Background: an optimization exercise with open tools, aiming at small area. Do not read the settings as production practice. Function was checked by simulation only, so behaviour that the tests miss may differ from the original. Power is estimated from default activity; no workload was simulated.

## before
==> module muldiv_unit, before the edit <==
module muldiv_unit #(
    parameter int XLEN  = 64,
    parameter int CNT_W = 7
) (
    input  logic            clk,
    input  logic            reset,
    input  logic            start,
    input  logic [2:0]      funct3,
    input  logic [XLEN-1:0] op_a,
    input  logic [XLEN-1:0] op_b,
    input  logic            kill,
    output logic            busy,
    output logic            done,
    output logic [XLEN-1:0] result
);
    localparam int W    = 5;
    localparam int N    = 13;
    localparam int L    = W * N;        
    localparam int DG_W = 4;
    logic             run;              
    logic [CNT_W-1:0] ps;               
    logic [DG_W-1:0]  dg;               
    logic             isdiv, hsel;      
    logic [L-1:0]     qc, bc, pc;       
    logic [L-1:0]     qs, bs;           
    logic             rs;               
    logic             cyn;              
    logic             pm, qm;           
    logic             mb;               
    logic             an, bn;           
    logic             q63;              
    localparam logic [L-1:0] POL = {
        {W{1'b0}}, {W{1'b1}}, {W{1'b0}}, {W{1'b1}}, {W{1'b0}}, {W{1'b1}}, {W{1'b0}},
        {W{1'b1}}, {W{1'b0}}, {W{1'b1}}, {W{1'b0}}, {W{1'b1}}, {W{1'b0}}};
    assign qc = qs ^ POL;
    assign bc = bs ^ POL;
    logic accept, dfirst, dlast;
    assign accept = !run && start && !kill;
    assign dfirst = (dg == '0);
    assign dlast  = (dg == DG_W'(N-1));
    logic in_asig, in_bsig;
    assign in_asig = funct3[2] ? !funct3[0] : (funct3[1] ^ funct3[0]);
    assign in_bsig = funct3[2] ? !funct3[0] : (funct3[1:0] == 2'b01);
    logic step, first, pre, post0, post1, last_step;
    assign step      = !ps[6];
    assign first     = (ps == '0);
    assign pre       = ps[6] && ps[5];
    assign post0     = ps[6] && !ps[5] && !ps[0];
    assign post1     = ps[6] && !ps[5] && ps[0];
    assign last_step = step && (&ps[5:0]);
    assign busy   = run;
    assign done   = run && ps[6] && !ps[5] && (isdiv ? ps[1] : ps[0]);
    assign result = pc[XLEN-1:0];
    logic [W-1:0] pe, be, qe;
    assign pe = pc[W-1:0];
    assign be = bc[W-1:0];
    assign qe = qc[W-1:0];
    logic mcur, nq;
    assign mcur = dfirst ? qe[0] : mb;
    assign nq   = (an ^ bn) & !q63;
    logic xd, xdg, xm, xp, gq, gb, yi, qss, qsd;
    always_comb begin
        if (isdiv) begin
            xd  = step;
            xm  = 1'b0;
            xp  = post0;
            gq  = pre || post1;
            gb  = step || (post0 && rs);
            if (pre)
                yi = an;                         
            else if (step)
                yi = (first || !rs) ^ bn;        
            else if (post0)
                yi = bn;                         
            else
                yi = hsel ? an : nq;             
            qss = pre || (post0 && hsel);        
            qsd = !qss;
        end else begin
            xd  = 1'b0;
            xm  = (step || hsel) && !first;      
            xp  = 1'b0;
            gq  = !step && !hsel;                
            gb  = step && mcur;
            yi  = an && last_step;               
            qss = 1'b0;
            qsd = 1'b0;
        end
    end
    assign xdg = xd && !first;                   
    logic lin, rin, qlin, q3m;
    assign lin  = dfirst ? qc[XLEN-1] : (pm && !first);      
    assign rin  = dlast ? (bn && pe[W-1]) : pc[W];           
    assign qlin = dfirst ? !rs : qm;                         
    assign q3m  = dlast ? pc[W] : qe[4];                     
    logic [W-1:0] xn, yn, sn, s, con, qinn;
    logic [W:0]   cn;
    logic [W-1:0] pl, pr, ql, qr, yao;
    assign pl = {pe[W-2:0], 1'b0};
    assign pr = {rin, pe[W-1:1]};
    assign ql = {qe[W-2:0], qlin};
    assign qr = {qc[W], q3m, qe[W-2:1]};
    assign cn[0] = dfirst ? !yi : cyn;
    for (genvar j = 0; j < W; j++) begin : g_bit
        logic xl;
        assign xl = (j == 0) ? lin : pl[j];
        md_aoi222 u_x (.a0(j == 0 ? xd : xdg), .b0(xl), .a1(xm), .b1(pr[j]),
                       .a2(xp), .b2(pe[j]), .y(xn[j]));
        md_aoi22  u_y (.a0(gq), .b0(qe[j]), .a1(gb), .b1(be[j]), .y(yao[j]));
        assign yn[j] = yao[j] ^ yi;
        md_fa     u_a (.a(xn[j]), .b(yn[j]), .c(cn[j]), .s(sn[j]), .co(cn[j+1]));
        assign s[j] = !sn[j];
        md_aoi222 u_q (.a0(qss), .b0(s[j]), .a1(qsd), .b1(ql[j]),
                       .a2(!isdiv), .b2(qr[j]), .y(qinn[j]));
    end
    logic idle;
    assign idle = !run;
    logic [L-1:0] bld, bsh, qs_nx, bs_nx;
    assign bld = {in_bsig && op_b[XLEN-1], op_b};
    assign bsh = {be, bc[L-1:W]};
    for (genvar i = 0; i < L; i++) begin : g_ld
        if (i >= XLEN) begin : g_q64
            assign qs_nx[i] = !qinn[i-(L-W)];
            assign bs_nx[i] = idle ? bld[i] : bsh[i];
        end else if (i >= L - W) begin : g_top
            md_ld_true u_q (.acc(idle), .d(op_a[i]), .qn(qinn[i-(L-W)]), .y(qs_nx[i]));
            assign bs_nx[i] = idle ? bld[i] : bsh[i];
        end else if (POL[i]) begin : g_inv
            md_ld_inv u_q (.acc(idle), .nacc(run), .d(op_a[i]), .q(qs[i+W]), .y(qs_nx[i]));
            md_ld_inv u_b (.acc(idle), .nacc(run), .d(bld[i]), .q(bs[i+W]), .y(bs_nx[i]));
        end else begin : g_true
            md_ld_true u_q (.acc(idle), .d(op_a[i]), .qn(qs[i+W]), .y(qs_nx[i]));
            md_ld_true u_b (.acc(idle), .d(bld[i]), .qn(bs[i+W]), .y(bs_nx[i]));
        end
    end
    always_ff @(posedge clk or negedge reset) begin
        if (!reset)
            run <= 1'b0;
        else if (accept)
            run <= 1'b1;
        else if (kill || done)
            run <= 1'b0;
    end
    always_ff @(posedge clk) begin
        qs <= qs_nx;
        bs <= bs_nx;
        pc <= {s, pc[L-1:W]};
        if (idle) begin
            isdiv <= funct3[2];
            hsel  <= funct3[2] ? funct3[1] : (funct3[1:0] != 2'b00);
            an    <= in_asig && op_a[XLEN-1];
            bn    <= in_bsig && op_b[XLEN-1];
            ps    <= {CNT_W{funct3[2]}};
            dg    <= '0;
        end else begin
            ps <= ps + CNT_W'(dlast);
            dg <= dlast ? '0 : dg + 1'b1;
        end
        cyn <= cn[W];
        pm  <= pe[W-1];
        qm  <= qe[W-1];
        if (dlast) rs <= s[W-1];
        if (dfirst) mb <= qe[0];
        if (post0 && dlast)
            q63 <= qe[W-3];                      
    end
endmodule
==> flow/config.mk <==
export PLATFORM = sky130hd
export DESIGN_NAME = muldiv_unit
export DESIGN_NICKNAME = muldiv_unit
export VERILOG_FILES = /design/flow/design.v
export SDC_FILE = /design/flow/constraint.sdc
export NUM_CORES = 4
export LEC_CHECK = 0
export CAP_MARGIN = 20
export CORE_MARGIN = 2
export CORE_UTILIZATION = 40
export SLEW_MARGIN = 20
export SYNTH_HIERARCHICAL = 1
==> flow/constraint.sdc <==
create_clock -name core_clock -period 6.0 [get_ports {clk}]
set_input_delay 1.2000 -clock core_clock [delete_from_list [all_inputs] [get_ports {clk}]]
set_output_delay 1.2000 -clock core_clock [all_outputs]
set_load 0.01 [all_outputs]
standard.sh (not shown) runs the stock make flow with config.mk's settings and CLKGATE_MAP_FILE= SYNTH_SCRIPT=/design/flow/synth_recipe.tcl, a recipe that flattens the netlist after the stock synthesis.
==> flow/flow/run.sh <==
#!/bin/bash
set -e
export BUFFER_PORTS_ARGS="-buffer_cell sky130_fd_sc_hd__buf_1"
export PRE_FLOORPLAN_TCL="$PWD/flow/downsize.tcl"
export CTS_ARGS="-sink_clustering_enable -repair_clock_nets -sink_clustering_size 11 -sink_clustering_max_diameter 45 -buf_list sky130_fd_sc_hd__clkbuf_4 -dont_use_dummy_load"
bash standard.sh > standard.log 2>&1
==> flow/flow/downsize.tcl <==
# Area recovery before floorplanning: every combinational cell that synthesis
# mapped to a drive strength above 1 is swapped for the same function at drive
# strength 1. Later timing repair sizes cells back up where timing needs it.
set n_swapped 0
foreach inst [[ord::get_db_block] getInsts] {
  set master [[$inst getMaster] getName]
  if { ![regexp {^(sky130_fd_sc_hd__[a-z0-9]+)_([0-9]+)$} $master -> base drive] } { continue }
  if { $drive <= 1 } { continue }
  if { [regexp {__(df|edf|sdf|dl|tap|fill|decap|conb|clk)} $master] } { continue }
  set target ${base}_1
  if { [llength [get_lib_cells -quiet */$target]] == 0 } { continue }
  replace_cell [$inst getName] $target
  incr n_swapped
}
puts "downsize: swapped $n_swapped cells to drive strength 1"
> inputs changed (before -> after)
--- a/flow/design.v
+++ b/flow/design.v
@@ -91,19 +91,20 @@
     logic lin, rin, qlin, q3m;
     assign lin  = dfirst ? qc[XLEN-1] : (pm && !first);      
     assign rin  = dlast ? (bn && pe[W-1]) : pc[W];           
     assign qlin = dfirst ? !rs : qm;                         
     assign q3m  = dlast ? pc[W] : qe[4];                     
-    logic [W-1:0] xn, yn, sn, s, con, qinn;
+    logic [W-1:0] xn, yn, sn, s, qinn;
     logic [W:0]   cn;
     logic [W-1:0] pl, pr, ql, qr, yao;
     assign pl = {pe[W-2:0], 1'b0};
     assign pr = {rin, pe[W-1:1]};
     assign ql = {qe[W-2:0], qlin};
     assign qr = {qc[W], q3m, qe[W-2:1]};
     assign cn[0] = dfirst ? !yi : cyn;
-    for (genvar j = 0; j < W; j++) begin : g_bit
+    genvar j;
+    for (j = 0; j < W; j++) begin : g_bit
         logic xl;
         assign xl = (j == 0) ? lin : pl[j];
         md_aoi222 u_x (.a0(j == 0 ? xd : xdg), .b0(xl), .a1(xm), .b1(pr[j]),
                        .a2(xp), .b2(pe[j]), .y(xn[j]));
         md_aoi22  u_y (.a0(gq), .b0(qe[j]), .a1(gb), .b1(be[j]), .y(yao[j]));
@@ -116,11 +117,12 @@
     logic idle;
     assign idle = !run;
     logic [L-1:0] bld, bsh, qs_nx, bs_nx;
     assign bld = {in_bsig && op_b[XLEN-1], op_b};
     assign bsh = {be, bc[L-1:W]};
-    for (genvar i = 0; i < L; i++) begin : g_ld
+    genvar i;
+    for (i = 0; i < L; i++) begin : g_ld
         if (i >= XLEN) begin : g_q64
             assign qs_nx[i] = !qinn[i-(L-W)];
             assign bs_nx[i] = idle ? bld[i] : bsh[i];
         end else if (i >= L - W) begin : g_top
             md_ld_true u_q (.acc(idle), .d(op_a[i]), .qn(qinn[i-(L-W)]), .y(qs_nx[i]));
[summary]
after reached the final stage; the timing, design-rule and antenna checks on its layout passed. Diff after..before | fraction of standard cell area that is sequential | unchanged. [compare] base=before new=after: worst setup slack neither gained nor lost much, cell area neither gained nor lost much, switching component of the power neither gained nor lost much, cell count neither gained nor lost much. Core utilization: after vs before identical. Via count of the routed design came out exactly the same in after and before.

[afterwards: timing with drivers on the ports]
Ports are ideal in the flow. The routed layouts listed here were re-timed in OpenROAD.
Step 1 assumes that a clkbuf_16 drives the clock port and a buf_2 every other input.
Step 2, shift: input delay + t, output delay - t, t = (earliest + latest rising clock arrival at the registers) / 2. This alone moves slack from input paths to output paths.
Three values: ideal ports, drivers, drivers and shift; two values: the first two.
run | t, ns | setup WS [ns] | worst slew at a driven data input, ns
before | 0.631 | 1.314 / 1.314 / 1.314 | 0.06
after | 0.631 | 1.314 / 1.314 / 1.314 | 0.06
After both steps setup and hold are still met in every run listed.
